From an optimization exercise on the open Yosys and OpenROAD flow, aimed at small area, a short achievable clock period and few clock cycles; shortcuts taken in it are not production practice.
For this run, only the layout was checked, not whether the RTL still works.

--- flow/run.sh ---
#!/bin/bash
# synth_recipe.tcl (not shown) runs the flow's synth.tcl, then flattens the netlist and writes it again
# the make line also repeats each setting of config.mk as NAME=value (left out here)
make -C /OpenROAD-flow-scripts/flow DESIGN_CONFIG=/design/flow/config.mk WORK_HOME=/design/flow/orfs CLKGATE_MAP_FILE= SYNTH_SCRIPT=/design/flow/synth_recipe.tcl finish
--- flow/config.mk ---
export PLATFORM = sky130hd
export DESIGN_NAME = mdu_sequencer
export DESIGN_NICKNAME = mdu_sequencer
export VERILOG_FILES = /design/flow/design.v
export SDC_FILE = /design/flow/constraint.sdc
export NUM_CORES = 4
export LEC_CHECK = 0
export ABC_AREA = 1
export CAP_MARGIN = 20
export CORE_MARGIN = 2
export CORE_UTILIZATION = 40
export SLEW_MARGIN = 20
--- flow/constraint.sdc ---
create_clock -name core_clock -period 11.0 [get_ports {clk}]
set_input_delay 2.2000 -clock core_clock [delete_from_list [all_inputs] [get_ports {clk}]]
set_output_delay 2.2000 -clock core_clock [all_outputs]
set_load 0.01 [all_outputs]
--- flow/design.v ---
module mdu_sequencer (
    input  logic        clk,
    input  logic        rst,
    input  logic        startE,
    input  logic        mulOrdivE,
    input  logic        mdIsSignE,
    input  logic [31:0] srcaE,
    input  logic [31:0] srcbE,
    input  logic        flushE,
    input  logic        advE,
    output logic        stallMdE,
    output logic        readyE,
    output logic [31:0] hiE,
    output logic [31:0] loE
);
    typedef enum logic [2:0] {
        S_IDLE = 3'd0,
        S_MUL  = 3'd1,
        S_NEGA = 3'd2,
        S_PREP = 3'd3,
        S_DIV  = 3'd4,
        S_NEGR = 3'd5,
        S_SWAP = 3'd6,
        S_DONE = 3'd7
    } state_t;
    state_t       st_q, st_d;
    logic [32:0]  h_q, h_d;       
    logic [31:0]  l_q, l_d;       
    logic [31:0]  y_q, y_d;       
    logic         pb_q, pb_d;     
    logic [4:0]   cnt_q, cnt_d;   
    logic [1:0]   mcls_q, mcls_d; 
    logic         sgn_q, sgn_d;
    logic         bneg_q, bneg_d;
    logic         rneg_q, rneg_d;
    logic         qneg_q, qneg_d;
    logic         sw2_q, sw2_d;   
    function automatic [2:0] bl4(input [3:0] x);
        bl4 = x[3] ? 3'd4 : x[2] ? 3'd3 : x[1] ? 3'd2 : x[0] ? 3'd1 : 3'd0;
    endfunction
    function automatic [3:0] bl8(input [7:0] x);
        bl8 = (x[7:4] != 4'd0) ? {1'b0, bl4(x[7:4])} + 4'd4 : {1'b0, bl4(x[3:0])};
    endfunction
    function automatic [4:0] bl16(input [15:0] x);
        bl16 = (x[15:8] != 8'd0) ? {1'b0, bl8(x[15:8])} + 5'd8 : {1'b0, bl8(x[7:0])};
    endfunction
    function automatic [5:0] bl32(input [31:0] x);
        bl32 = (x[31:16] != 16'd0) ? {1'b0, bl16(x[31:16])} + 6'd16 : {1'b0, bl16(x[15:0])};
    endfunction
    logic        a_neg, b_neg;
    logic [31:0] ua, ub;
    logic [1:0]  cls_a, cls_b;
    logic        swap;
    always_comb begin
        a_neg = mdIsSignE & srcaE[31];
        b_neg = mdIsSignE & srcbE[31];
        ua    = a_neg ? ~srcaE : srcaE;
        ub    = b_neg ? ~srcbE : srcbE;
        cls_a = (ua[31:9] == '0) ? 2'd0 : (ua[31:17] == '0) ? 2'd1 : 2'd2;
        cls_b = (ub[31:9] == '0) ? 2'd0 : (ub[31:17] == '0) ? 2'd1 : 2'd2;
        swap  = mulOrdivE | (cls_a < cls_b);     
    end
    logic [5:0]  la, lb;
    logic [6:0]  dlen;
    logic [4:0]  dsh;
    logic        dneg, bzero;
    logic [31:0] r0, r1, r2, r3, r4, r5;
    logic [31:0] lowmask;
    always_comb begin
        la    = bl32(h_q[31:0]);
        lb    = bl32(bneg_q ? ~y_q : y_q);
        bzero = (y_q == '0);
        dlen  = {1'b0, la} - {1'b0, lb};          
        dneg  = dlen[6];
        dsh   = dlen[5] ? 5'd31 : dlen[4:0];
        r0 = {h_q[0], h_q[31:1]};
        r1 = dsh[0] ? {r0[0],    r0[31:1]}  : r0;
        r2 = dsh[1] ? {r1[1:0],  r1[31:2]}  : r1;
        r3 = dsh[2] ? {r2[3:0],  r2[31:4]}  : r2;
        r4 = dsh[3] ? {r3[7:0],  r3[31:8]}  : r3;
        r5 = dsh[4] ? {r4[15:0], r4[31:16]} : r4;
        lowmask = 32'h7FFF_FFFF >> dsh;
    end
    logic        bd1, bd0;
    logic        bsel1, bsel2, bdn;
    logic [34:0] mext, mmag;
    logic [34:0] add_a, add_b;
    logic        add_c;
    logic [34:0] sum;
    logic        fits;
    logic        fneg;
    function automatic [34:0] add35(input [34:0] a, input [34:0] b, input c);
        logic [34:0] g, p;
        logic [35:0] cy;
        logic [8:0]  gg, gp;
        logic [9:0]  gc;
        integer i, j;
        begin
            g = a & b;
            p = a ^ b;
            for (i = 0; i < 9; i = i + 1) begin
                gg[i] = 1'b0;
                gp[i] = 1'b1;
                for (j = 0; j < 4; j = j + 1) begin
                    if (4 * i + j < 35) begin
                        gg[i] = g[4*i+j] | (p[4*i+j] & gg[i]);
                        gp[i] = gp[i] & p[4*i+j];
                    end
                end
            end
            gc[0] = c;
            for (i = 0; i < 9; i = i + 1) gc[i+1] = gg[i] | (gp[i] & gc[i]);
            for (i = 0; i < 35; i = i + 1) begin
                if (i % 4 == 0) cy[i] = gc[i/4];
                else            cy[i] = g[i-1] | (p[i-1] & cy[i-1]);
            end
            add35 = p ^ cy[34:0];
        end
    endfunction
    always_comb begin
        if (cnt_q == 5'd0 && mcls_q == 2'd2) begin
            bd1 = sgn_q & pb_q;
            bd0 = sgn_q & pb_q;
        end else begin
            bd1 = l_q[1];
            bd0 = l_q[0];
        end
        bsel1 = bd0 ^ pb_q;
        bsel2 = (bd1 & ~bd0 & ~pb_q) | (~bd1 & bd0 & pb_q);
        bdn   = bd1;
        mext  = {{3{sgn_q & y_q[31]}}, y_q};
        mmag  = bsel2 ? {mext[33:0], 1'b0} : (bsel1 ? mext : 35'd0);
        fneg  = (st_q == S_SWAP && sw2_q) ? qneg_q : rneg_q;
        case (st_q)
            S_MUL: begin
                add_a = {{2{h_q[32]}}, h_q};
                add_b = bdn ? ~mmag : mmag;
                add_c = bdn;
            end
            S_DIV: begin
                add_a = {2'b00, h_q[31:0], l_q[31]};
                add_b = bneg_q ? {{3{1'b1}}, y_q} : ~{3'b000, y_q};
                add_c = ~bneg_q;
            end
            default: begin
                add_a = {3'b000, fneg ? ~h_q[31:0] : h_q[31:0]};
                add_b = 35'd0;
                add_c = fneg;
            end
        endcase
        sum  = add35(add_a, add_b, add_c);
        fits = ~sum[34];
    end
    logic [66:0] pfull;
    logic [66:0] psh;
    state_t      fix_st;
    always_comb begin
        st_d    = st_q;
        h_d     = h_q;
        l_d     = l_q;
        y_d     = y_q;
        pb_d    = pb_q;
        cnt_d   = cnt_q;
        mcls_d  = mcls_q;
        sgn_d   = sgn_q;
        bneg_d  = bneg_q;
        rneg_d  = rneg_q;
        qneg_d  = qneg_q;
        sw2_d   = sw2_q;
        stallMdE = 1'b0;
        fix_st = qneg_q ? S_SWAP : (rneg_q ? S_NEGR : S_DONE);
        pfull = {sum, l_q};
        psh   = 'x;
        case (st_q)
            S_IDLE: begin
                stallMdE = startE & ~flushE;
                if (startE && !flushE) begin
                    sgn_d  = mdIsSignE;
                    bneg_d = b_neg;
                    rneg_d = a_neg & mulOrdivE;
                    qneg_d = (a_neg ^ b_neg) & mulOrdivE;
                    sw2_d  = 1'b0;
                    pb_d   = 1'b0;
                    h_d    = mulOrdivE ? {1'b0, srcaE} : 33'd0;
                    l_d    = swap ? srcaE : srcbE;
                    y_d    = swap ? srcbE : srcaE;
                    mcls_d = swap ? cls_a : cls_b;
                    cnt_d  = ((swap ? cls_a : cls_b) == 2'd0) ? 5'd4 :
                             ((swap ? cls_a : cls_b) == 2'd1) ? 5'd8 : 5'd16;
                    st_d   = !mulOrdivE ? S_MUL : (a_neg ? S_NEGA : S_PREP);
                end
            end
            S_MUL: begin
                stallMdE = 1'b1;
                if (cnt_q != 5'd0) begin
                    psh = {{2{pfull[66]}}, pfull[66:2]};
                    cnt_d = cnt_q - 5'd1;
                end else begin
                    case (mcls_q)
                        2'd0:    psh = {{24{pfull[66]}}, pfull[66:24]};
                        2'd1:    psh = {{16{pfull[66]}}, pfull[66:16]};
                        default: psh = pfull;
                    endcase
                    st_d = S_DONE;
                end
                h_d  = psh[64:32];
                l_d  = psh[31:0];
                pb_d = l_q[1];
                if (flushE) st_d = S_IDLE;
            end
            S_NEGA: begin
                stallMdE = 1'b1;
                h_d  = {1'b0, sum[31:0]};
                st_d = S_PREP;
                if (flushE) st_d = S_IDLE;
            end
            S_PREP: begin
                stallMdE = 1'b1;
                if (bzero || dneg) begin
                    l_d  = bzero ? 32'hFFFF_FFFF : 32'd0;
                    st_d = fix_st;
                end else begin
                    h_d   = {1'b0, r5 & lowmask};
                    l_d   = r5 & ~lowmask;
                    cnt_d = dsh;
                    st_d  = S_DIV;
                end
                if (flushE) st_d = S_IDLE;
            end
            S_DIV: begin
                stallMdE = 1'b1;
                h_d   = {1'b0, fits ? sum[31:0] : {h_q[30:0], l_q[31]}};
                l_d   = {l_q[30:0], fits};
                cnt_d = cnt_q - 5'd1;
                if (cnt_q == 5'd0) st_d = fix_st;
                if (flushE) st_d = S_IDLE;
            end
            S_NEGR: begin
                stallMdE = 1'b1;
                h_d  = {1'b0, sum[31:0]};
                st_d = S_DONE;
                if (flushE) st_d = S_IDLE;
            end
            S_SWAP: begin
                stallMdE = 1'b1;
                h_d   = {1'b0, l_q};
                l_d   = sum[31:0];
                sw2_d = 1'b1;
                st_d  = sw2_q ? S_DONE : S_SWAP;
                if (flushE) st_d = S_IDLE;
            end
            S_DONE: begin
                if (flushE || advE) st_d = S_IDLE;
            end
            default: st_d = S_IDLE;
        endcase
    end
    always_ff @(posedge clk or posedge rst) begin
        if (rst) st_q <= S_IDLE;
        else     st_q <= st_d;
    end
    always_ff @(posedge clk) begin
        h_q    <= h_d;
        l_q    <= l_d;
        y_q    <= y_d;
        pb_q   <= pb_d;
        cnt_q  <= cnt_d;
        mcls_q <= mcls_d;
        sgn_q  <= sgn_d;
        bneg_q <= bneg_d;
        rneg_q <= rneg_d;
        qneg_q <= qneg_d;
        sw2_q  <= sw2_d;
    end
    assign readyE = (st_q == S_DONE);
    assign hiE    = h_q[31:0];
    assign loE    = l_q;
endmodule
==> summary.txt <==
-- layout make-up --
cell class                 instances  area (sq um)
clock inverter                    15           220
multi-input combinational       1735          9970
fill                            4002         20300
clock buffer                      17           425
sequential                       113          3380
antenna                            1          2.50
inverter                         258           971
tap                              511           639
timing repair buffer             162          1560
-- metal layers --
layer / up-vias / GRT usage / wire (um)
met5: - / 0 / 12
met4: 2 / 0.282 / 6640
met3: 268 / 0.128 / 11400
met2: 1422 / 0.618 / 35500
met1: 8816 / 0.596 / 35100
li1: 8180 / - / -
-- critical path: cells and delay by family (launching register included) --
family	cells	cell delay (ps)
flops	1	400
buf+inv	5	1500
compound gates	9	1690
fa+ha+maj	4	1790
simple gates	22	2700
-- worst min path at each step --
stage,startpoint,endpoint,slack [ps],cells after the start
floorplan,cnt_q[0]$_DFFE_PP_,cnt_q[0]$_DFFE_PP_,570,1
global placement,cnt_q[0]$_DFFE_PP_,cnt_q[0]$_DFFE_PP_,600,1
detailed placement,l_q[1]$_DFFE_PP_,l_q[2]$_DFFE_PP_,640,2
CTS,cnt_q[0]$_DFFE_PP_,cnt_q[0]$_DFFE_PP_,650,1
global route,cnt_q[0]$_DFFE_PP_,cnt_q[0]$_DFFE_PP_,660,1
finish,cnt_q[0]$_DFFE_PP_,cnt_q[0]$_DFFE_PP_,640,1
-- state kept, by name (all words and copies together) (netlist names) --
register	count
h_q	33
sgn_q	1
st_q	3
pb_q	1
sw2_q	1
rneg_q	1
qneg_q	1
cnt_q	5
y_q	32
l_q	32
mcls_q	2
bneg_q	1
-- logic make-up (layout without fill, tap and decap cells) --
| group | Yosys count | after routing |
|---|---|---|
| and+or+nand+nor | 975 | 975 |
| AOI/OAI and AO/OA | 651 | 651 |
| buffers and inverters | 434 | 452 |
| DFF | 113 | 113 |
| adders and majority gates | 68 | 68 |
| xor gates and xnor gates | 41 | 41 |
| other | 0 | 1 |
-- per-stage QoR --
step | setup WS [ps] | utilization | hold slack, ps
after floorplan | 4650 | - | 572
after global placement | 2810 | 0.440 | 605
after detailed placement | 2580 | 0.440 | 637
after CTS | 2550 | 0.457 | 651
after global routing | 2070 | 0.458 | 656
final | 2590 | 0.458 | 642
-- layout by cell type, fill, tap and decap left out, types with 10 or more instances in the layout --
master,count
nand2_1,399
nand3_1,324
inv_1,243
o21ai_0,217
nor2_1,149
clkdlybuf4s50_1,136
a21oi_1,110
edfxtp_1,110
a221oi_1,64
o22ai_1,56
o211ai_1,52
o221ai_1,50
ha_1,41
xnor2_1,31
nand4_1,29
a22oi_1,29
fa_1,27
buf_4,26
a211oi_1,19
o2111ai_1,18
clkbuf_16,17
nor4_1,16
nand2_2,15
nor3_1,14
inv_2,11
nor2_2,11
o21ai_1,11
xor2_1,10
==> impl_metrics.tcl <==
set metrics [dict create \
    status "timing/DRC/antenna clean" \
    drtPass1Iterations 7 \
    syn-num-nets 2421 \
    drtAntennaViolNets 0 \
    drtIter0Drc 3113 \
    final_nets 2426 \
    hpwlAfterDp_mm 69.3 \
    synth_flop_cell "edfxtp_1" \
    yosysSeqAreaShare 0.223 \
    pin_count 137 \
    crit_arrival_ps 8570 \
    worstMarginPinSlew_ps 1020 \
    synth_top_area_share 0.218 \
    synth_xor_area_frac 0.0237 \
    antenna_found_initial 2 \
    drt-wirelength-per-cell_um 31.5 \
    ys_async_sr_fraction 0.0265 \
    gp_congestion 1.06 \
    cap_violations 0 \
    crit_end "h_q[24]$_DFFE_PP_" \
    clock_sinks 113 \
    max_freq_mhz 119 \
    cts_inserted_buffers 17 \
    cts_tree "built" \
    yosysMostFrequentCell "nand2_1" \
    grt_max_degree 133 \
    tns_ps 0 \
    synth_area_per_cell_sq_um 6.63 \
    wl_mm 88.6 \
    dieArea_sq_mm 0.0394 \
    cts-resized-gates 0 \
    clock_latency_ps 450 \
    crit_top_cell "nand2_2" \
    root_buffer "clkbuf_16" \
    chipHeight_um 199 \
    muxShareOfSynthArea 0 \
    r2r_setup_slack_ps 2590 \
    clkTransAtPathRegs_ps 70 \
    setup_viol 0 \
    synth_area_sq_mm 0.0151 \
    r2r_start "cnt_q[0]$_DFFE_PP_" \
    cp-startpoint "cnt_q[0]$_DFFE_PP_" \
    vias 18700 \
    synth_edf_count 110 \
    final_cells 2812 \
    grt.overflow.total 0 \
    grt_pass1_vias 16900 \
    hold_path.class "register to register" \
    yosysTopAreaCell "edfxtp_1" \
    yosysWarnings 1 \
    slowest_delay_ps 790 \
    cts.path.max_buffers 2 \
    fp-row-count 71 \
    synth_area_leaders "edfxtp_1, nand3_1, nand2_1, o21ai_0, inv_1" \
    portBuffers 136 \
    synth_compound_area_frac 0.275 \
    ys_types 54 \
    dp.cells 2779 \
    rr_worst_depth 40 \
    synth_seq_cells 113 \
    rsz0062_at_grt "no" \
    crit_slowest_cell "fa_1" \
    syn_inst 2282 \
    via_per_inst 6.65 \
    route.detailed.drc 0 \
    synth_commonest_cells "nand2_1, nand3_1, inv_1" \
    drive_gt1_frac 0.0500 \
    grt_pass1_wl_mm 123 \
    worstSetupEndpointType "register" \
    final_cell_area_sq_mm 0.0172 \
    path_max_fanout 25 \
    die_w_um 199 \
    synth_fa_ha_area_frac 0.0696 \
    slew_viol_final 0 \
    finalCritPeriodShare 0.764 \
    area.growth.synth_to_final_pct 13.4 \
    min_period_ps 8410 \
    coreArea_sq_mm 0.0375 \
    startpoint_type "register" \
    cts_hold_repair.buffers 0 \
    track_usage 0.443 \
    synth_top_family_by_area "simple AND/OR/NAND/NOR gates" \
    placed_area_sq_mm 0.0165 \
    h-tree-depth 4 \
    relSlewSlack 0.315 \
    required_ps 11170 \
    cts_setup_buffers 0 \
    yosys.area_share.simple 0.287 \
    reg2reg_to "h_q[24]$_DFFE_PP_" \
    finalHoldViolCount 0 \
    crit_type "register to register" \
    start_util 0.404 \
    fin_skew_ps 17.4 \
]

what the ideal ports hide:
Ports are ideal in the flow. The routed layout listed here was re-timed in OpenROAD.
Step 1: set_driving_cell puts a clkbuf_16 on clk and a buf_2 on each other input, an assumption about the parent block.
Step 2 times the ports against the registers' clock, not the clock port: input delays grow and output delays shrink by t, the midpoint of the rising clock arrivals with the driver on.
a / b / c = ideal / step 1 / step 2; a / b = the first two.
shift t [ns]: 0.497
slack for setup (ns): 2.594 / 2.594 / 2.594
clock arrival spread, ns: 0.017 / 0.018
worst register clock-pin slew, ns: 0.07 / 0.07
After both steps this run still meets setup and hold. For this run, drivers alone change the setup slack by 0.000 ns; drivers and shift together by 0.000 ns.
